Source: an optimization exercise on an open RTL-to-GDS flow (aim: small area, a short achievable clock period and few clock cycles). Production flows keep margins and buffers that such runs may drop.
Function was checked by simulation only, so behaviour that the tests miss may differ from the original.
Power figures rest on the tool's default switching activity, not on a simulated workload.

==> design/flow/design.v <==
`timescale 1ns/1ns
module equity_regs
(
	input  logic                        clock,
	input  logic                        rst_n,
	input  logic                        awvalid,
	output logic                        awready,
	input  logic [5-1:0]          awaddr,
	input  logic                        wvalid,
	output logic                        wready,
	input  logic [32-1:0]          wdata,
	output logic                        bvalid,
	input  logic                        bready,
	output logic [1:0]                  bresp,
	input  logic                        arvalid,
	output logic                        arready,
	input  logic [5-1:0]          araddr,
	output logic                        rvalid,
	input  logic                        rready,
	output logic [32-1:0]          rdata,
	output logic [1:0]                  rresp,
	input  logic                        done,       
	input  logic                        cfg_bad,    
	input  logic                        dup_seen,   
	input  logic [10-1:0]           win_count,
	input  logic [10-1:0]           nl_count,   
	output logic                        go,         
	output logic                        start,      
	output logic [32-1:0]          hole_word,
	output logic [32-1:0]          flop_word
);
	localparam logic [1:0] RESP_OKAY   = 2'b00;
	localparam logic [1:0] RESP_SLVERR = 2'b10;
	localparam logic [2:0] IDX_CTRL   = 3'(5'h00 >> 2);
	localparam logic [2:0] IDX_STATUS = 3'(5'h04 >> 2);
	localparam logic [2:0] IDX_HOLE   = 3'(5'h08 >> 2);
	localparam logic [2:0] IDX_FLOP   = 3'(5'h0C >> 2);
	localparam logic [2:0] IDX_WIN    = 3'(5'h10 >> 2);
	localparam logic [2:0] IDX_TIE    = 3'(5'h14 >> 2);
	localparam logic [2:0] IDX_LOSS   = 3'(5'h18 >> 2);
	localparam logic [2:0] IDX_BOARDS = 3'(5'h1C >> 2);
	logic [32-1:0] hole_q;
	logic [32-1:0] flop_q;
	logic               busy;
	logic               done_flag;
	logic               err_flag;
	logic               wr_hs;  
	logic               wr_ok;
	logic               rd_hs;
	logic               rd_ok;
	logic [2:0]         wr_idx;
	logic [2:0]         rd_idx;
	logic [32-1:0] rd_word;
	logic [10-1:0]  tie_count;
	logic [10-1:0]  loss_count;
	logic [10-1:0]  board_count;
	assign awready = !bvalid;  
	assign wready  = !bvalid;
	assign arready = !rvalid;  
	assign wr_hs   = awvalid && wvalid && !bvalid;
	assign rd_hs   = arvalid && !rvalid;
	assign wr_idx = awaddr[5-1:2];
	assign rd_idx = araddr[5-1:2];
	assign rd_ok  = araddr[1:0] == 2'b00;  
	assign wr_ok = awaddr[1:0] == 2'b00 && !busy
		&& (wr_idx == IDX_CTRL || wr_idx == IDX_HOLE || wr_idx == IDX_FLOP);
	assign go    = wr_hs && wr_ok && wr_idx == IDX_CTRL && wdata[0];
	assign start = go && !cfg_bad;
	assign hole_word = hole_q;
	assign flop_word = flop_q;
	always_ff @(posedge clock)
	begin
		if (!rst_n)
		begin
			bvalid    <= 1'b0;
			rvalid    <= 1'b0;
			busy      <= 1'b0;
			done_flag <= 1'b0;
			err_flag  <= 1'b0;
		end
		else
		begin
			if (wr_hs)
				bvalid <= 1'b1;
			else if (bready)
				bvalid <= 1'b0;
			if (rd_hs)
				rvalid <= 1'b1;
			else if (rready)
				rvalid <= 1'b0;
			if (go)
			begin
				busy      <= !cfg_bad;
				done_flag <= cfg_bad;
				err_flag  <= cfg_bad;
			end
			else if (done)
			begin
				busy      <= 1'b0;
				done_flag <= 1'b1;
				err_flag  <= dup_seen;
			end
		end
	end
	always_ff @(posedge clock)
	begin
		if (wr_hs)
			bresp <= wr_ok ? RESP_OKAY : RESP_SLVERR;
		if (wr_hs && wr_ok && wr_idx == IDX_HOLE)
			hole_q <= wdata;
		if (wr_hs && wr_ok && wr_idx == IDX_FLOP)
			flop_q <= wdata;
		if (rd_hs)
		begin
			rdata <= rd_word;
			rresp <= rd_ok ? RESP_OKAY : RESP_SLVERR;
		end
	end
	assign tie_count   = nl_count - win_count;
	assign loss_count  = err_flag ? '0 : 10'(990) - nl_count;
	assign board_count = err_flag ? '0 : 10'(990);
	always_comb
	begin
		rd_word = '0;
		if (rd_ok)
			case (rd_idx)
				IDX_STATUS: rd_word = 32'({err_flag, done_flag, busy});
				IDX_HOLE:   rd_word = hole_q;
				IDX_FLOP:   rd_word = flop_q;
				IDX_WIN:    rd_word = 32'(win_count);
				IDX_TIE:    rd_word = 32'(tie_count);
				IDX_LOSS:   rd_word = 32'(loss_count);
				IDX_BOARDS: rd_word = 32'(board_count);
				default:    rd_word = '0;
			endcase
	end
endmodule
`timescale 1ns/1ns
module board_enumerator
(
	input  logic                  clock,
	input  logic                  rst_n,
	input  logic                  start,
	input  logic [32-1:0]    hole_word,
	input  logic [32-1:0]    flop_word,
	output logic                  cfg_bad,   
	output logic                  dup_seen,  
	output logic [3*13-1:0] flop_th,   
	output logic [2*13-1:0] hole_th0,  
	output logic [2*13-1:0] hole_th1,
	output logic [1:0]            cand,      
	output logic [1:0]            k4,        
	output logic [1:0]            k5,        
	output logic [7:0]            fmax,      
	output logic                  same,      
	output logic                  run,       
	output logic                  last,
	output logic [3:0]            a,
	output logic [3:0]            b,
	output logic [13-1:0]   a_hot,
	output logic [13-1:0]   b_hot,
	output logic [4:0]            live_a,    
	output logic [4:0]            live_b
);
	localparam logic [3:0] TOP = 4'(13 - 1);
	logic [5:0]          card [7];  
	logic [13-1:0] oh [7];    
	logic [3:0]          sh [7];    
	logic [1:0]          suit_a;
	logic [1:0]          suit_b;
	logic [3:0]          spec;      
	logic                valid_b;
	logic [1:0]          cand_n;
	logic [1:0]          k4_n;
	logic [1:0]          k5_n;
	logic [3:0]          fmax_n [2];
	logic [1:0]          suit_n [2];
	logic [3:0]          occ_a;     
	logic [3:0]          occ_b;
	logic                dup_a;
	for (genvar i = 0; i < 4; i++)
	begin : g_hole
		assign card[i] = hole_word[8*i +: 6];
	end
	for (genvar i = 0; i < 3; i++)
	begin : g_flop
		assign card[4+i] = flop_word[8*i +: 6];
	end
	always_comb
	begin
		cfg_bad = 1'b0;
		for (int i = 0; i < 7; i++)
		begin
			if (card[i][3:0] > TOP)
				cfg_bad = 1'b1;
			for (int r = 0; r < 13; r++)
				oh[i][r] = card[i][3:0] == 4'(r);
			for (int s = 0; s < 4; s++)
				sh[i][s] = card[i][5:4] == 2'(s);
		end
		for (int r = 0; r < 13; r++)
		begin
			flop_th[3*r]   = oh[4][r] || oh[5][r] || oh[6][r];
			flop_th[3*r+1] = (oh[4][r] && oh[5][r]) || (oh[4][r] && oh[6][r]) || (oh[5][r] && oh[6][r]);
			flop_th[3*r+2] = oh[4][r] && oh[5][r] && oh[6][r];
			hole_th0[2*r]   = oh[0][r] || oh[1][r];
			hole_th0[2*r+1] = oh[0][r] && oh[1][r];
			hole_th1[2*r]   = oh[2][r] || oh[3][r];
			hole_th1[2*r+1] = oh[2][r] && oh[3][r];
		end
	end
	function automatic logic [2:0] ones5(input logic [4:0] v);
		ones5 = 3'(v[0]) + 3'(v[1]) + 3'(v[2]) + 3'(v[3]) + 3'(v[4]);
	endfunction
	function automatic logic [2:0] ones4(input logic [3:0] v);
		ones4 = 3'(v[0]) + 3'(v[1]) + 3'(v[2]) + 3'(v[3]);
	endfunction
	for (genvar p = 0; p < 2; p++)
	begin : g_player
		logic [4:0] in_s [4];
		always_comb
		begin
			for (int s = 0; s < 4; s++)
				in_s[s] = {sh[6][s], sh[5][s], sh[4][s], sh[2*p+1][s], sh[2*p][s]};
			cand_n[p] = 1'b0;
			k4_n[p]   = 1'b0;
			k5_n[p]   = 1'b0;
			suit_n[p] = '0;
			for (int s = 0; s < 4; s++)
				if (ones5(in_s[s]) >= 3'd3)
				begin
					cand_n[p] = 1'b1;
					k4_n[p]   = ones5(in_s[s]) >= 3'd4;
					k5_n[p]   = &in_s[s];
					suit_n[p] = 2'(s);
				end
			fmax_n[p] = '0;
			for (int r = 0; r < 13; r++)
				if ((oh[2*p][r] && in_s[suit_n[p]][0]) || (oh[2*p+1][r] && in_s[suit_n[p]][1])
					|| (oh[4][r] && in_s[suit_n[p]][2]) || (oh[5][r] && in_s[suit_n[p]][3])
					|| (oh[6][r] && in_s[suit_n[p]][4]))
					fmax_n[p] = 4'(r);
		end
	end
	always_ff @(posedge clock)
	begin
		cand   <= cand_n;
		k4     <= k4_n;
		k5     <= k5_n;
		fmax   <= {fmax_n[1], fmax_n[0]};
		suit_a <= suit_n[0];
		suit_b <= suit_n[1];
	end
	assign same    = cand[0] && cand[1] && suit_a == suit_b;
	assign valid_b = cand[1] && !same;
	always_comb
	begin
		for (int s = 0; s < 4; s++)
			spec[s] = (cand[0] && suit_a == 2'(s)) || (valid_b && suit_b == 2'(s));
		for (int r = 0; r < 13; r++)
		begin
			a_hot[r] = a == 4'(r);
			b_hot[r] = b == 4'(r);
		end
	end
	always_comb
	begin
		logic [3:0] seen;
		occ_a = '0;
		occ_b = '0;
		seen  = '0;
		dup_a = 1'b0;
		for (int i = 0; i < 7; i++)
		begin
			for (int s = 0; s < 4; s++)
			begin
				dup_a    = dup_a || (seen[s] && card[i][3:0] == a && sh[i][s]);
				seen[s]  = seen[s] || (card[i][3:0] == a && sh[i][s]);
			end
			occ_a = occ_a | ({4{card[i][3:0] == a}} & sh[i]);
			occ_b = occ_b | ({4{card[i][3:0] == b}} & sh[i]);
		end
	end
	assign live_a = {ones4(~occ_a & ~spec), valid_b && !occ_a[suit_b], cand[0] && !occ_a[suit_a]};
	assign live_b = {ones4(~occ_b & ~spec), valid_b && !occ_b[suit_b], cand[0] && !occ_b[suit_a]};
	assign last = run && a == TOP && b == TOP;
	always_ff @(posedge clock)
	begin
		if (!rst_n)
		begin
			run      <= 1'b0;
			dup_seen <= 1'b0;
		end
		else if (start)
		begin
			run      <= 1'b1;
			dup_seen <= 1'b0;
			a        <= 4'd0;
			b        <= 4'd0;
		end
		else if (run)
		begin
			dup_seen <= dup_seen || dup_a;
			if (b == TOP)
			begin
				if (a == TOP)
					run <= 1'b0;
				a <= a + 4'd1;
				b <= a + 4'd1;
			end
			else
				b <= b + 4'd1;
		end
	end
endmodule
`timescale 1ns/1ns
module hand_ranker
(
	input  logic [3*13-1:0] flop_th,   
	input  logic [2*13-1:0] hole_th,
	input  logic [13-1:0]   a_hot,     
	input  logic [13-1:0]   b_hot,     
	output logic [6:0]            strength
);
	localparam logic [2:0] CAT_HIGH       = 3'd0;
	localparam logic [2:0] CAT_PAIR       = 3'd1;
	localparam logic [2:0] CAT_TWO_PAIR   = 3'd2;
	localparam logic [2:0] CAT_TRIPS      = 3'd3;
	localparam logic [2:0] CAT_STRAIGHT   = 3'd4;
	localparam logic [2:0] CAT_FULL_HOUSE = 3'd6;
	localparam logic [2:0] CAT_QUADS      = 3'd7;
	logic [13-1:0] present;
	logic [13-1:0] pair;    
	logic [13-1:0] trip;    
	logic [13-1:0] quad;
	logic [13-1:0] str_top;  
	logic [13-1:0] mask;
	logic                has_trip;
	logic                has_trip2;
	logic                has_pair;
	logic                has_pair2;
	logic [2:0]          cat;
	logic [3:0]          top;
	always_comb
	begin
		for (int r = 0; r < 13; r++)
		begin
			logic b1, b2, b3, b4, one, two;
			logic t2, t3, t4;
			b1  = flop_th[3*r] || hole_th[2*r];
			b2  = flop_th[3*r+1] || (flop_th[3*r] && hole_th[2*r]) || hole_th[2*r+1];
			b3  = flop_th[3*r+2] || (flop_th[3*r+1] && hole_th[2*r]) || (flop_th[3*r] && hole_th[2*r+1]);
			b4  = (flop_th[3*r+2] && hole_th[2*r]) || (flop_th[3*r+1] && hole_th[2*r+1]);
			one = a_hot[r] || b_hot[r];
			two = a_hot[r] && b_hot[r];
			present[r] = b1 || one;
			t2 = b2 || (b1 && one) || two;
			t3 = b3 || (b2 && one) || (b1 && two);
			t4 = b4 || (b3 && one) || (b2 && two);
			pair[r] = t2 && !t3;
			trip[r] = t3 && !t4;
			quad[r] = t4;
		end
	end
	always_comb
	begin
		str_top = '0;
		str_top[3] = present[13-1] && &present[3:0];
		for (int t = 4; t < 13; t++)
			str_top[t] = &present[t -: 5];
	end
	function automatic logic two_plus(input logic [13-1:0] m);
		logic seen;
		two_plus = 1'b0;
		seen     = 1'b0;
		for (int r = 0; r < 13; r++)
		begin
			two_plus = two_plus || (seen && m[r]);
			seen     = seen || m[r];
		end
	endfunction
	assign has_trip  = |trip;
	assign has_pair  = |pair;
	assign has_trip2 = two_plus(trip);
	assign has_pair2 = two_plus(pair);
	always_comb
	begin
		if (|quad)
		begin
			cat  = CAT_QUADS;
			mask = quad;
		end
		else if (has_trip && (has_pair || has_trip2))
		begin
			cat  = CAT_FULL_HOUSE;
			mask = trip;
		end
		else if (|str_top)
		begin
			cat  = CAT_STRAIGHT;
			mask = str_top;
		end
		else if (has_trip)
		begin
			cat  = CAT_TRIPS;
			mask = trip;
		end
		else if (has_pair2)
		begin
			cat  = CAT_TWO_PAIR;
			mask = pair;
		end
		else if (has_pair)
		begin
			cat  = CAT_PAIR;
			mask = pair;
		end
		else
		begin
			cat  = CAT_HIGH;
			mask = present;
		end
	end
	always_comb
	begin
		top = '0;
		for (int r = 0; r < 13; r++)
			if (mask[r])
				top = 4'(r);
	end
	assign strength = {cat, top};
endmodule
`timescale 1ns/1ns
module outcome_tally
(
	input  logic              clock,
	input  logic              rst_n,
	input  logic              go,         
	input  logic              run,
	input  logic              last,
	input  logic [3:0]        a,
	input  logic [3:0]        b,
	input  logic [4:0]        live_a,     
	input  logic [4:0]        live_b,
	input  logic [13:0]       strength,   
	input  logic              dup_seen,   
	input  logic [1:0]        cand,
	input  logic [1:0]        k4,
	input  logic [1:0]        k5,
	input  logic [7:0]        fmax,
	input  logic              same,
	output logic [10-1:0] win_count,
	output logic [10-1:0] nl_count,   
	output logic              done
);
	localparam int T_N = 0;
	localparam int T_A = 1;
	localparam int T_B = 2;
	localparam int C_NN = 0;
	localparam int C_NA = 1;
	localparam int C_NB = 2;
	localparam int C_AN = 3;
	localparam int C_AA = 4;
	localparam int C_AB = 5;
	localparam int C_BN = 6;
	localparam int C_BA = 7;
	localparam int C_BB = 8;
	logic        v1;
	logic        last1;
	logic [13:0] nf1;
	logic [4:0]  w_nn1;
	logic [1:0]  w_na1, w_nb1, w_an1, w_bn1;
	logic [3:0]  w_x1;    
	logic [5:0]  fcmp1;   
	logic        v2;
	logic        last2;
	logic [4:0]  win_inc;
	logic [4:0]  nl_inc;
	logic [4:0]  w_nn;
	logic [1:0]  w_na, w_nb, w_an, w_bn;
	logic [3:0]  w_x;
	logic [5:0]  fcmp;
	logic [4:0]  w_n;
	logic [4:0]  nl_n;
	always_ff @(posedge clock)
	begin
		if (!rst_n)
		begin
			v1    <= 1'b0;
			last1 <= 1'b0;
			v2    <= 1'b0;
			last2 <= 1'b0;
			done  <= 1'b0;
		end
		else
		begin
			v1    <= run && !go;
			last1 <= last && !go;
			v2    <= v1 && !go;
			last2 <= last1 && !go;
			done  <= last2 && !go;
		end
	end
	always_comb
	begin
		logic [2:0] na, nb;
		logic       aa, ab, ba, bb;  
		logic [3:0] m0, m1;
		na = live_a[4:2];
		nb = live_b[4:2];
		aa = live_a[0];
		ba = live_a[1];
		ab = live_b[0];
		bb = live_b[1];
		if (a != b)
		begin
			w_nn = 5'(na * nb);
			w_na = 2'(na & {3{ab}});
			w_nb = 2'(na & {3{bb}});
			w_an = 2'(nb & {3{aa}});
			w_bn = 2'(nb & {3{ba}});
			w_x  = {ba && bb, ba && ab, aa && bb, aa && ab};
		end
		else
		begin
			w_nn = 5'((na * (na - 3'd1)) >> 1);
			w_na = '0;
			w_nb = '0;
			w_an = 2'(na & {3{aa}});
			w_bn = 2'(na & {3{ba}});
			w_x  = {1'b0, 1'b0, aa && ba, 1'b0};
		end
		m0 = fmax[3:0];
		m1 = fmax[7:4];
		fcmp[1:0] = {m0 > m1, m0 == m1};
		fcmp[3:2] = {m0 > m1 && m0 > a, m0 == m1 || (a >= m0 && a >= m1)};
		fcmp[5:4] = {m0 > m1 && m0 > b, m0 == m1 || (b >= m0 && b >= m1)};
	end
	always_ff @(posedge clock)
	begin
		nf1     <= strength;
		w_nn1   <= w_nn;
		w_na1   <= w_na;
		w_nb1   <= w_nb;
		w_an1   <= w_an;
		w_bn1   <= w_bn;
		w_x1    <= w_x;
		fcmp1   <= fcmp;
		win_inc <= w_n;
		nl_inc  <= nl_n;
	end
	logic [8:0] win_c;
	logic [8:0] nl_c;
	always_comb
	begin
		logic [6:0] s0, s1;
		logic       lo0, lo1, gt, eq;
		logic       in0a, in0b, in1a, in1b;
		logic [1:0] c0, c1;
		logic       f0, f1, fl0, fl1;
		logic       win, tie;
		s0  = nf1[6:0];
		s1  = nf1[13:7];
		lo0 = !(s0[6] && s0[5]);  
		lo1 = !(s1[6] && s1[5]);
		gt  = s0 > s1;
		eq  = s0 == s1;
		for (int ta = 0; ta < 3; ta++)
			for (int tb = 0; tb < 3; tb++)
			begin
				in0a = ta == T_A;
				in0b = tb == T_A;
				in1a = (ta == T_A && same) || ta == T_B;
				in1b = (tb == T_A && same) || tb == T_B;
				c0 = 2'(in0a) + 2'(in0b);
				c1 = 2'(in1a) + 2'(in1b);
				f0 = cand[0] && (k5[0] || (k4[0] && c0 != 2'd0) || c0 == 2'd2);
				f1 = cand[1] && (k5[1] || (k4[1] && c1 != 2'd0) || c1 == 2'd2);
				fl0 = f0 && lo0;
				fl1 = f1 && lo1;
				if (fl0 && fl1)
				begin
					if (in0b)
						{win, tie} = fcmp1[5:4];
					else if (in0a)
						{win, tie} = fcmp1[3:2];
					else
						{win, tie} = fcmp1[1:0];
				end
				else if (fl0)
				begin
					win = lo1;
					tie = 1'b0;
				end
				else if (fl1)
				begin
					win = !lo0;
					tie = 1'b0;
				end
				else
				begin
					win = gt;
					tie = eq;
				end
				win_c[ta*3+tb] = win;
				nl_c[ta*3+tb]  = win || tie;
			end
	end
	function automatic logic [4:0] boards(input logic [8:0] hit,
		input logic [4:0] nn, input logic [1:0] na, input logic [1:0] nb,
		input logic [1:0] an, input logic [1:0] bn, input logic [3:0] x);
		logic [3:0] s2;
		logic [2:0] s1;
		s2 = (hit[C_NA] ? 4'(na) : 4'd0) + (hit[C_NB] ? 4'(nb) : 4'd0)
			+ (hit[C_AN] ? 4'(an) : 4'd0) + (hit[C_BN] ? 4'(bn) : 4'd0);
		s1 = 3'(hit[C_AA] && x[0]) + 3'(hit[C_AB] && x[1]) + 3'(hit[C_BA] && x[2]) + 3'(hit[C_BB] && x[3]);
		boards = (hit[C_NN] ? nn : 5'd0) + 5'(s2) + 5'(s1);
	endfunction
	assign w_n  = boards(win_c, w_nn1, w_na1, w_nb1, w_an1, w_bn1, w_x1);
	assign nl_n = boards(nl_c, w_nn1, w_na1, w_nb1, w_an1, w_bn1, w_x1);
	always_ff @(posedge clock)
	begin
		if (!rst_n || go)
		begin
			win_count <= '0;
			nl_count  <= '0;
		end
		else if (done && dup_seen)
		begin
			win_count <= '0;
			nl_count  <= '0;
		end
		else if (v2)
		begin
			win_count <= win_count + 10'(win_inc);
			nl_count  <= nl_count + 10'(nl_inc);
		end
	end
endmodule
`timescale 1ns/1ns
module equity_top
(
	input  logic               clock,
	input  logic               rst_n,
	input  logic               awvalid,
	output logic               awready,
	input  logic [5-1:0] awaddr,
	input  logic               wvalid,
	output logic               wready,
	input  logic [32-1:0] wdata,
	output logic               bvalid,
	input  logic               bready,
	output logic [1:0]         bresp,
	input  logic               arvalid,
	output logic               arready,
	input  logic [5-1:0] araddr,
	output logic               rvalid,
	input  logic               rready,
	output logic [32-1:0] rdata,
	output logic [1:0]         rresp
);
	logic                  go;
	logic                  start;
	logic                  done;
	logic                  cfg_bad;
	logic                  dup_seen;
	logic [32-1:0]    hole_word;
	logic [32-1:0]    flop_word;
	logic [3*13-1:0] flop_th;
	logic [2*13-1:0] hole_th0;
	logic [2*13-1:0] hole_th1;
	logic [1:0]            cand;
	logic [1:0]            k4;
	logic [1:0]            k5;
	logic [7:0]            fmax;
	logic                  same;
	logic                  run;
	logic                  last;
	logic [3:0]            a;
	logic [3:0]            b;
	logic [13-1:0]   a_hot;
	logic [13-1:0]   b_hot;
	logic [4:0]            live_a;
	logic [4:0]            live_b;
	logic [13:0]           strength;
	logic [10-1:0]     win_count;
	logic [10-1:0]     nl_count;
	equity_regs i_regs (.*);  
	board_enumerator i_enum (.*);
	hand_ranker i_rank0
	(
		.flop_th  (flop_th),
		.hole_th  (hole_th0),
		.a_hot    (a_hot),
		.b_hot    (b_hot),
		.strength (strength[6:0])
	);
	hand_ranker i_rank1
	(
		.flop_th  (flop_th),
		.hole_th  (hole_th1),
		.a_hot    (a_hot),
		.b_hot    (b_hot),
		.strength (strength[13:7])
	);
	outcome_tally i_tally (.*);
endmodule
==> design/flow/run.sh <==
#!/bin/bash
# synth_recipe.tcl (not shown) runs the flow's synth.tcl, then flattens the netlist and writes it again
# the make line also repeats each setting of config.mk as NAME=value (left out here)
make -C /OpenROAD-flow-scripts/flow DESIGN_CONFIG=/design/flow/config.mk WORK_HOME=/design/flow/orfs CLKGATE_MAP_FILE= SYNTH_SCRIPT=/design/flow/synth_recipe.tcl finish
==> design/flow/config.mk <==
export PLATFORM = sky130hd
export DESIGN_NAME = equity_top
export DESIGN_NICKNAME = equity_top
export VERILOG_FILES = /design/flow/design.v
export SDC_FILE = /design/flow/constraint.sdc
export NUM_CORES = 4
export LEC_CHECK = 0
export CAP_MARGIN = 50
export CORE_MARGIN = 2
export CORE_UTILIZATION = 50
export SLEW_MARGIN = 50
==> design/flow/constraint.sdc <==
create_clock -name core_clock -period 12.5 [get_ports {clock}]
set_input_delay 2.5000 -clock core_clock [delete_from_list [all_inputs] [get_ports {clock}]]
set_output_delay 2.5000 -clock core_clock [all_outputs]
set_load 0.01 [all_outputs]
==> key figures, run 1 <==
Status
  • Status: complete, no violations

Clocking
  • Clk latency of the worst-skew pair: 0.58 ns
  • Hold buffer count at CTS: 0
  • Post-CTS Setup Inserts: 0
  • Clk slew on worst S/H paths: 0.06 ns
  • CTS root buffer: clkbuf_16
  • H-tree depth: 1
  • Clk buf depth: 3
  • CTS tree: yes
  • Num Clock Sinks: 203
  • CTS Buf Count: 25
  • Post-CTS sizing: 0

Power and ir drop
  • VDD IR-drop max: 0.0000776 V
  • Pwr dens: 59.7 nW/µm²
  • NetSw: 391 µW
  • Reg power frac: 0.454
  • Sw Ratio: 0.244
  • Leakage: 0.0102 µW
  • Logic gate share of total power: 0.073
  • Clock Power Share: 0.473
  • Pint: 1210 µW

Worst setup path
  • Max incr delay on CP: 0.61 ns
  • WP data arrival: 6.85 ns
  • Critical Path RT: 12.98 ns
  • Biggest fanout along the worst timing path: 11
  • Startpoint Class: flop
  • Crit path from: i_enum.a[2]
  • Critical Path Slowest Stage Cell: edfxtp_1
  • CP delay by family, top: adder cells
  • Reg2Reg Launch Point: i_enum.a[2]
  • CP Buf/Inv Count: 6
  • Crit end category: flop
  • Setup CP Type: reg2reg

Yosys
  • Syn. warnings: 11
  • Mapped Cells: 3044
  • Synth unique cells: 125
  • Synth top area share: 0.131
  • Post-synth EDFFs: 106
  • Cell taking the most area after synthesis: edfxtp_1
  • Synth Area per Inst: 8.00 µm²
  • Dominant cells by area after synthesis: edfxtp_1, dfxtp_1, ha_1
  • Register bit total from synthesis: 203
  • Synthesized area: 24300 µm²
  • Top_reg_cell synth: edfxtp_1
  • Asr flop ratio synth: 0
  • Seq/Total Area, Yosys: 0.211

Global routing
  • Vias in the first global route: 24594
  • Grt met2 use: 0.617
  • Tot GR Track Use: 0.391
  • First-pass GRT wire length: 151000 µm
  • Initial antenna violation count: 2
  • GR Util met3: 0.0802
  • Largest net degree at the start of global routing: 45
  • GR peak layer: met2
  • Gr ovfl total: 0
  • GR Layer Usage met1: 0.475

Floorplanning
  • Core Rows: 80
  • Horiz. Die Dim: 225 µm
  • Die area: 50500 µm²
  • Initial Util: 0.509
  • Core ar.: 47800 µm²
  • Die height: 225 µm
  • # IOs: 90

Timing
  • Clock Skew: 0.0317 ns
  • Fin Setup TNS: 0 ns
  • Worst Max-Slew Pin Slew: 0.840 ns
  • Fmax: 0.157 GHz
  • Hold violation total from the final report: 0
  • Worst slew margin: 0.440
  • Fin crit share: 0.510
  • Final setup vio count: 0
  • Tmin final: 6.37 ns
  • Final Max Tran Viols: 0
  • RSZ-0062 raised after global routing: false

Route
  • First DRT Iteration DRCs: 3031
  • Via density: 7.09
  • # DRC: 0
  • DR vias: 25857
  • Wire per inst: 27.7 µm
  • Drt first pass iters: 9
  • Antenna violation net count after detailed routing: 0
  • Final WL: 101000 µm

Place
  • Number of I/O port buffers: 87
  • Post-DP HPWL: 73900 µm
  • Placed instance area: 25800 µm²
  • Final Wtd Congestion: 1.05

Worst hold path
  • HP Class: reg2reg
  • Hold_sp: i_tally.v1

Finish
  • NumNets Final: 3210
  • Share of cells above drive strength 1: 0.104
  • Synth-to-layout area growth: 10.2%
  • Finished Cell Area: 26800 µm²
  • Number of fill cells: 4404

Run
  • Max-cap violations: 0
## cells in the mapped netlist, types with 17 or more instances
cell / n
nor4bb_1: 31
a221oi_1: 20
or4b_1: 17
edfxtp_1: 106
and2_1: 50
a21o_1: 41
xor2_1: 56
buf_4: 21
dfxtp_1: 97
o211ai_1: 32
and3_1: 22
buf_6: 21
maj3_1: 55
nand2b_1: 24
nor2b_1: 45
mux2i_1: 42
clkbuf_1: 113
o21ai_0: 158
nor2_1: 294
a22o_1: 21
ha_1: 103
fa_1: 44
o31ai_1: 19
a21oi_1: 184
o21ai_1: 18
o21a_1: 21
xnor2_1: 55
buf_2: 67
or3_1: 17
nand3_1: 77
a31oi_1: 38
nor3_1: 77
o22ai_1: 60
nand4bb_1: 27
nand4_1: 25
inv_1: 148
a211oi_1: 35
a22oi_1: 36
nor4_1: 38
o221ai_1: 36
nand2_1: 255
## metrics by stage
stage	cells	worst slack, ns	utilization	hold slack [ns]	power (µW)
2_1_floorplan	3046	6.66	-	0.406	795
3_3_place_gp	3583	5.87	0.530	0.412	851
3_5_place_dp	3597	6.06	0.539	0.411	856
4_1_cts	3642	6.03	0.557	0.425	1610
5_1_grt	3647	5.67	0.561	0.445	1650
6_report	3648	6.13	0.561	0.424	1600
## cell type report
cell class              instances  area [µm²]  share of cell area
repair buffers                177        1590              0.0591
clock buffers                  27         653              0.0243
multi-input cells            2457       17900               0.669
clock inverters                18         189             0.00704
diodes                          1        2.50           0.0000933
inverters                     150         563              0.0210
flip-flops and latches        203        5120               0.191
well taps                     615         769              0.0287
## metal layers
layer,vias up,wire (µm),share of wire
met5,-,18,0.00018
met4,2,8540,0.084
met3,472,10400,0.10
met2,1707,44300,0.44
met1,12223,38000,0.38
li1,11453,-,-
## power groups by stage
stage,logic [µW],clock network (µW),registers (µW)
global placement,110,0,742
CTS,116,770,727
global route,127,792,727
floorplan,58.3,0,737
finish,116,758,727
detailed placement,115,0,741
## cell families (layout without fill, tap and decap cells)
| kind of cell | count (synthesis) | count (layout) | synth area share |
|---|---|---|---|
| flops | 203 | 203 | 0.211 |
| xor+xnor | 111 | 111 | 0.0399 |
| buf+inv | 386 | 372 | 0.0741 |
| simple gates | 1159 | 1159 | 0.271 |
| compound gates | 918 | 918 | 0.262 |
| other cells | 1 | 4 | 0.000154 |
| mux | 55 | 55 | 0.0265 |
| fa+ha+maj | 211 | 211 | 0.116 |
## layout by cell type, fill, tap and decap left out, types with 75 or more instances in the layout
master and instances:
a21oi_1 181, buf_4 75, clkdlybuf4s50_1 86, dfxtp_1 97, edfxtp_1 106, ha_1 103, inv_1 148, nand2_1 253
nand3_1 77, nor2_1 289, o21ai_0 155
## worst paths after layout
kind                       to  slack (ns)  cells past startpoint
max reg2reg  i_tally.w_nn1[3]        6.13                     28
min reg2reg        i_tally.v2        0.42                      1
max          i_tally.w_nn1[3]        6.13                     28
min                i_tally.v2        0.42                      1
## registers in the layout, indices dropped and copies added (netlist names), 5 cells and up
signal and flops:
i_tally.w_nn1 5, i_regs.flop_q 32, i_tally.nl_inc 5, i_tally.nf1 14
i_tally.win_inc 5, i_tally.fcmp1 6, i_regs.hole_q 32, i_tally.win_count 10
i_tally.nl_count 10, i_regs.rdata 32, i_enum.fmax 8
Testbench counts, summed over its fixed seeds: cycles 10,560.
==> inputs of run 2 (changes only) <==
--- a/design/flow/config.mk
+++ b/design/flow/config.mk
@@ -5,7 +5,7 @@
 export SDC_FILE = /design/flow/constraint.sdc
 export NUM_CORES = 4
 export LEC_CHECK = 0
-export CAP_MARGIN = 50
+export CAP_MARGIN = 20
 export CORE_MARGIN = 2
 export CORE_UTILIZATION = 50
-export SLEW_MARGIN = 50
+export SLEW_MARGIN = 70
==> run 2 against run 1 <==
Against the previous run: still clean; cell count up 3.2%; worst setup slack worse by 0.088 ns; global-route usage is 0.72 points higher; clock power about the same; synthesized area unchanged; total power grew 0.13%; highest routed layer is now met4.
==> key figures, run 2 <==
Yosys
  • Xor and xnor area share after synthesis: 0.0399 (unchanged)
  • Synth Area in Simple Gates: 0.271 (unchanged)
  • Mapped Cells: 3044 (unchanged)
  • Synth top area share: 0.131 (unchanged)
  • Asr flop ratio synth: 0 (unchanged)
  • Largest family of logic cells by synthesized area: simple AND/OR/NAND/NOR gates
  • Post-synthesis adder-cell area fraction: 0.116 (unchanged)
  • Most frequent cell after synthesis: nor2_1
  • Synthesized area: 24300 µm² (unchanged)
  • Register bit total from synthesis: 203 (unchanged)
  • Post-synth EDFFs: 106 (unchanged)
  • Syn. warnings: 11 (unchanged)
  • Most frequent cells after synthesis: nor2_1, nand2_1, a21oi_1, o21ai_0, inv_1
  • Compound-Gate Fraction of Synth Area: 0.262 (unchanged)
  • Cell taking the most area after synthesis: edfxtp_1
  • Synth unique cells: 125 (unchanged)
  • Top_reg_cell synth: edfxtp_1
  • Post-synthesis mux area share: 0.0265 (unchanged)
  • Dominant cells by area after synthesis: edfxtp_1, dfxtp_1, ha_1
  • Seq/Total Area, Yosys: 0.211 (unchanged)
  • Synth Area per Inst: 8.00 µm² (unchanged)

Worst setup path
  • Setup CP Type: reg2reg
  • Critical Path Slowest Stage Cell: fa_1
  • Reg2reg setup slack: 6.04 ns (-0.09 ns)
  • Critical Path RT: 12.98 ns (about the same)
  • R2R Path End: i_tally.w_nn1[3]
  • Startpoint Class: flop
  • Crit path from: i_enum.a[2]
  • WP data arrival: 6.93 ns (+0.08 ns)
  • Crit end category: flop
  • R2R depth: 30 (+7.1%)
  • Max incr delay on CP: 0.50 ns (-0.11 ns)
  • Reg2Reg Launch Point: i_enum.a[2]
  • Biggest fanout along the worst timing path: 11 (unchanged)

Floorplanning
  • Horiz. Die Dim: 225 µm (unchanged)
  • Die area: 50500 µm² (unchanged)
  • Core ar.: 47800 µm² (unchanged)
  • Initial Util: 0.509 (unchanged)
  • Core Rows: 80 (unchanged)
  • Die height: 225 µm (unchanged)
  • # IOs: 90 (unchanged)

Clocking
  • Num Clock Sinks: 203 (unchanged)
  • Clk latency of the worst-skew pair: 0.58 ns (about the same)
  • Post-CTS Setup Inserts: 0 (unchanged)
  • CTS Buf Count: 24 (-4.0%)
  • Post-CTS sizing: 0 (unchanged)
  • Clk slew on worst S/H paths: 0.06 ns (about the same)
  • H-tree depth: 1 (unchanged)
  • CTS root buffer: clkbuf_16
  • Clk buf depth: 3 (unchanged)
  • Hold buffer count at CTS: 0 (unchanged)
  • CTS tree: yes

Place
  • Number of I/O port buffers: 87 (unchanged)
  • Setup WS pre-CTS: 6.05 ns (-0.00306 ns)
  • Post-DP HPWL: 75600 µm (+2.4%)
  • Final Wtd Congestion: 1.05 (unchanged)

Timing
  • Minimum hold slack: 0.427 ns (+0.00220 ns)
  • RSZ-0062 raised after global routing: false
  • Tmin final: 6.46 ns (+0.0875 ns)
  • Clock Skew: 0.0290 ns (-0.00271 ns)
  • Fin crit share: 0.517 (+0.00700)
  • Final Max Tran Viols: 0 (unchanged)
  • Hold violation total from the final report: 0 (unchanged)
  • Final setup vio count: 0 (unchanged)
  • Fmax: 0.155 GHz (-1.4%)
  • Fin Setup TNS: 0 ns (unchanged)
  • Fin worst setup slack: 6.04 ns (-0.0875 ns)

Power and ir drop
  • VDD IR-drop max: 0.0000854 V (+10%)
  • Leakage: 0.0109 µW (+6.9%)
  • Pwr dens: 56.4 nW/µm² (-5.4%)
  • Total chip power: 1600 µW (+0.13%)

Global routing
  • Initial antenna violation count: 2 (unchanged)
  • Gr ovfl total: 0 (unchanged)
  • Vias in the first global route: 25123 (+2.2%)
  • Largest net degree at the start of global routing: 45 (unchanged)
  • Tot GR Track Use: 0.398 (+0.00721)
  • First-pass GRT wire length: 153000 µm (+1.6%)

Finish
  • Synth-to-layout area growth: 16.7%
  • NumNets Final: 3324 (+3.6%)
  • Share of cells above drive strength 1: 0.166 (+0.0620)
  • Footprint of the multi-input gates: 18800 µm² (+4.9%)
  • Number of fill cells: 4329 (-1.7%)
  • Top Registers: i_regs.flop_q x32, i_regs.hole_q x32, i_regs.rdata x32
  • Commonest non-fill, non-tap cells in the layout: nor2_1, nand2_1, a21oi_1
  • Most common cell after layout, fill and taps aside: nor2_1
  • FF+latch area: 5130 µm² (about the same)

Route
  • First DRT Iteration DRCs: 3441 (+14%)
  • Via density: 7.07 (-0.23%)
  • Wire per inst: 27.5 µm (-0.99%)
  • # DRC: 0 (unchanged)
  • DR vias: 26619 (+2.9%)
  • Final WL: 103000 µm (+2.2%)
  • Drt first pass iters: 6 (-3)
  • Antenna violation net count after detailed routing: 0 (unchanged)

Worst hold path
  • WHS Endpoint: i_tally.v2
  • HP Class: reg2reg
  • Worst Hold Path Cells: 1 (unchanged)
  • Hold_sp: i_tally.v1

Status
  • Status: complete, no violations

Run
  • Max-cap violations: 0 (unchanged)
run 2: worst max-delay path by stage:
| stage | end | depth (start not counted) |
|---|---|---|
| final | i_tally.w_nn1[3] | 30 |
| after detailed placement | i_tally.w_nn1[3] | 30 |
| after floorplan | i_tally.w_nn1[3] | 28 |
| after CTS | i_tally.w_nn1[3] | 30 |
| after global placement | i_tally.w_nn1[3] | 26 |
| after global routing | i_tally.w_nn1[3] | 30 |
run 2: through the flow:
| step | utilization | instance area [µm²] | std cells |
|---|---|---|---|
| final | 0.594 | 28400 | 3764 |
| after detailed placement | 0.567 | 27100 | 3697 |
| after global routing | 0.594 | 28400 | 3761 |
| after global placement | 0.530 | 25400 | 3583 |
| after CTS | 0.585 | 28000 | 3741 |
| after floorplan | - | 24300 | 3046 |
run 2: critical path, delay by kind of cell (launching register included):
kind | cells | cell delay [ns]
adder cells (fa/ha/maj) | 7 | 2.39
AO/OA/AOI/OAI | 7 | 1.41
buffers and inverters | 8 | 1.14
XOR/XNOR | 4 | 0.71
AND/OR/NAND/NOR | 4 | 0.41
flip-flops | 1 | 0.33
run 2: cell families after synthesis:
family	after synthesis
mux	55
fa+ha+maj	211
flops	203
simple gates	1159
compound gates	918
xor+xnor	111
other cells	1
buf+inv	386
run 2: power breakdown:
| group | switching [µW] | leakage (µW) | internal [µW] |
|---|---|---|---|
| Combinational | 63.9 | 0.00868 | 55.4 |
| Sequential | 12.1 | 0.00178 | 715 |
| Clock | 315 | 0.000417 | 442 |
run 2: area by class of cell:
class	instances	area share
antenna	3	0.000264
tap	615	0.0271
timing repair buffer	292	0.0802
clock inverter	10	0.00493
multi-input combinational	2457	0.662
clock buffer	34	0.0250
inverter	150	0.0198
sequential	203	0.180
run 2: metal layers:
metal	share of wire	vias up	wire length (µm)	GRT usage
met4	0.089	0	9210	0.302
met3	0.10	488	10300	0.0786
met1	0.37	12637	38700	0.488
met5	0	-	0	0
li1	-	11676	-	-
met2	0.44	1818	45100	0.619
==> inputs of run 3 (changes only) <==
--- a/design/flow/config.mk
+++ b/design/flow/config.mk
@@ -7,5 +7,5 @@
 export LEC_CHECK = 0
 export CAP_MARGIN = 20
 export CORE_MARGIN = 2
-export CORE_UTILIZATION = 50
-export SLEW_MARGIN = 70
+export CORE_UTILIZATION = 30
+export SLEW_MARGIN = 20
==> run 3 against run 2 <==
Against the previous run: clock-buffer cell count decreased by 1; die area increased by 65%; total power increased by 2.4%; via count decreased by 4.8%; wire length decreased by 7.5%; synthesized area unchanged; design area decreased by 5.4%; combinational power decreased by 5%; global-route usage decreased by 18 points; worst hold slack improved by 0.0031 ns; worst setup slack got worse by 0.11 ns; core utilization decreased by 26 points; largest cell class unchanged.
==> key figures, run 3 <==
Finish
  • NumNets Final: 3188 (-4.1%)
  • Share of cells above drive strength 1: 0.0833 (-0.0829)
  • Layout Cells excl Fill: 4072 (+8.2%)
  • Commonest non-fill, non-tap cells in the layout: nor2_1, nand2_1, a21oi_1
  • Synth-to-layout area growth: 10.4%
  • Most common cell after layout, fill and taps aside: nor2_1
  • Antenna cells: 0 (-3)
  • Top Registers: i_regs.flop_q x32, i_regs.hole_q x32, i_regs.rdata x32

Floorplanning
  • Initial Util: 0.303 (-0.206)
  • Core Rows: 104 (+30%)
  • Core ar.: 80400 µm² (+68%)
  • Die area: 83400 µm² (+65%)
  • Horiz. Die Dim: 289 µm (+29%)
  • # IOs: 90 (unchanged)
  • Die height: 289 µm (+29%)

Global routing
  • Initial antenna violation count: 1 (-1)
  • Vias in the first global route: 23688 (-5.7%)
  • First-pass GRT wire length: 143000 µm (-6.8%)
  • Largest net degree at the start of global routing: 45 (unchanged)
  • Gr ovfl total: 0 (unchanged)
  • Tot GR Track Use: 0.220 (-0.178)

Timing
  • Final Max Tran Viols: 0 (unchanged)
  • Fin worst setup slack: 5.93 ns (-0.113 ns)
  • Worst slew margin: 0.218
  • Worst Max-Slew Pin Slew: 1.17 ns
  • RSZ-0062 raised after global routing: false
  • Fin crit share: 0.526 (+0.00906)
  • Tmin final: 6.57 ns (+0.113 ns)
  • Fin Setup TNS: 0 ns (unchanged)
  • Final setup vio count: 0 (unchanged)
  • Clock Skew: 0.0120 ns (-0.0170 ns)
  • Fmax: 0.152 GHz (-1.7%)
  • Hold violation total from the final report: 0 (unchanged)

Yosys
  • Synth top area share: 0.131 (unchanged)
  • Synth Area per Inst: 8.00 µm² (unchanged)
  • Synth Area in Simple Gates: 0.271 (unchanged)
  • Seq/Total Area, Yosys: 0.211 (unchanged)
  • Compound-Gate Fraction of Synth Area: 0.262 (unchanged)
  • Post-synthesis adder-cell area fraction: 0.116 (unchanged)
  • Synthesized area: 24300 µm² (unchanged)
  • Syn. warnings: 11 (unchanged)
  • Asr flop ratio synth: 0 (unchanged)
  • Most frequent cells after synthesis: nor2_1, nand2_1, a21oi_1, o21ai_0, inv_1
  • Xor and xnor area share after synthesis: 0.0399 (unchanged)
  • Top_reg_cell synth: edfxtp_1
  • Synth unique cells: 125 (unchanged)
  • Largest family of logic cells by synthesized area: simple AND/OR/NAND/NOR gates
  • Mapped Cells: 3044 (unchanged)
  • Dominant cells by area after synthesis: edfxtp_1, dfxtp_1, ha_1
  • Register bit total from synthesis: 203 (unchanged)
  • Post-synthesis mux area share: 0.0265 (unchanged)
  • Post-synth EDFFs: 106 (unchanged)
  • Most frequent cell after synthesis: nor2_1
  • Cell taking the most area after synthesis: edfxtp_1

Place
  • Post-DP HPWL: 69100 µm (-8.6%)
  • Number of I/O port buffers: 87 (unchanged)
  • Setup WS pre-CTS: 5.99 ns (-0.0586 ns)
  • Final Wtd Congestion: 1.02 (-3.0%)
  • Cells after DPL: 4022 (+8.8%)

Route
  • DR vias: 25339 (-4.8%)
  • Drt first pass iters: 7 (+1)
  • # DRC: 0 (unchanged)
  • Final WL: 95700 µm (-7.5%)
  • Wire per inst: 23.5 µm (-14%)
  • First DRT Iteration DRCs: 3514 (+2.1%)
  • Antenna violation net count after detailed routing: 0 (unchanged)
  • Via density: 6.22 (-12%)

Worst setup path
  • Reg2Reg Launch Point: i_enum.a[3]
  • Setup CP Type: reg2reg
  • CP Buf/Inv Count: 4 (-4)
  • Biggest fanout along the worst timing path: 24 (+13)
  • R2R depth: 26 (-13%)
  • R2R Path End: i_tally.w_nn1[3]
  • Max incr delay on CP: 1.06 ns (+0.56 ns)
  • Critical Path Slowest Stage Cell: edfxtp_1
  • WP data arrival: 7.06 ns (+0.13 ns)
  • Reg2reg setup slack: 5.93 ns (-0.11 ns)
  • Startpoint Class: flop
  • Crit end category: flop
  • CP delay by family, top: adder cells
  • Critical Path RT: 12.99 ns (about the same)

Clocking
  • CTS root buffer: clkbuf_16
  • CTS tree: yes
  • Post-CTS sizing: 0 (unchanged)
  • Clk slew on worst S/H paths: 0.06 ns (about the same)
  • Num Clock Sinks: 203 (unchanged)
  • Clk latency of the worst-skew pair: 0.57 ns (about the same)
  • Clk buf depth: 3 (unchanged)
  • H-tree depth: 1 (unchanged)
  • Hold buffer count at CTS: 0 (unchanged)
  • CTS Buf Count: 26 (+8.3%)
  • Post-CTS Setup Inserts: 0 (unchanged)

Power and ir drop
  • Leakage: 0.00999 µW (-8.2%)
  • Pwr dens: 61.1 nW/µm² (+8.2%)
  • Total chip power: 1640 µW (+2.4%)
  • VDD IR-drop max: 0.0000904 V (+5.9%)

Worst hold path
  • WHS Endpoint: i_tally.done
  • HP Class: reg2reg
  • Hold_sp: i_tally.last2
  • Worst Hold Path Cells: 1 (unchanged)

Status
  • Status: complete, no violations

Run
  • Max-cap violations: 0 (unchanged)
-- run 3: cell counts after synthesis --
Identical to the previous run, type by type.
-- run 3: final cells by class --
cell class / instances / area (µm²)
clock inverter: 15 / 189
clock buffer: 33 / 728
fill: 8466 / 53500
inverter: 150 / 563
sequential: 203 / 5120
multi-input combinational: 2457 / 17600
timing repair buffer: 154 / 1390
tap: 1060 / 1330
-- run 3: cell families (layout without fill, tap and decap cells) --
logic type	after synthesis	after routing
simple gates	1159	1159
fa+ha+maj	211	211
compound gates	918	918
mux	55	55
flops	203	203
other cells	1	3
buf+inv	386	352
xor+xnor	111	111
-- run 3: how the worst max path moves through the flow --
stage,start,endpoint,slack (ns),cells after the start
floorplan,i_enum.a[2],i_tally.w_nn1[3],6.66,28
global placement,i_tally.nf1[8],i_tally.nl_inc[4],6.02,25
detailed placement,i_tally.nf1[8],i_tally.nl_inc[4],5.99,25
CTS,i_tally.nf1[8],i_tally.nl_inc[4],6.01,25
global route,i_tally.nf1[8],i_tally.nl_inc[4],5.47,25
finish,i_enum.a[3],i_tally.w_nn1[3],5.93,26
-- run 3: layer usage --
layer,part of all wire,vias up,track usage,routed length (µm)
met4,0.074,0,0.137,7100
met1,0.41,11975,0.284,38900
met2,0.41,1578,0.328,39500
li1,-,11407,-,-
met3,0.11,379,0.0551,10200
met5,0,-,0,0
-- run 3: power by group --
group | switching [µW] | internal [µW] | leakage, µW
combinational | 60.5 | 52.8 | 0.00776
sequential | 7.01 | 715 | 0.00178
clock | 327 | 479 | 0.000451
-- run 3: through the flow --
stage,hold WS [ns],instance area (µm²),util
3_5_place_dp,0.419,25900,0.322
3_3_place_gp,0.409,25900,0.322
2_1_floorplan,0.406,24300,-
5_1_grt,0.457,26900,0.334
6_report,0.430,26900,0.334
4_1_cts,0.433,26800,0.333

[afterwards: timing with drivers on the ports]
No port has a modelled driver above. Below, the same layouts with a new extraction and two added sets of constraints. Step 1 sets driving cells, clkbuf_16 on the clock port and buf_2 on the other inputs (assumed; they add their load-dependent delay and slew). Step 2, shift: input delay + t, output delay - t, t = (earliest + latest rising clock arrival at the registers) / 2. This alone moves slack from input paths to output paths. Three values: no drivers, after step 1, after step 2; two values: the first two.
run	shift t [ns]	setup slack, ns	hold WS [ns]
run 1	0.615	6.131 / 6.131 / 6.131	0.424 / 0.424 / 0.424
run 2	0.619	6.043 / 6.043 / 6.043	0.427 / 0.427 / 0.427
run 3	0.628	5.930 / 5.930 / 5.930	0.430 / 0.430 / 0.430
After both steps every run listed still meets setup and hold.
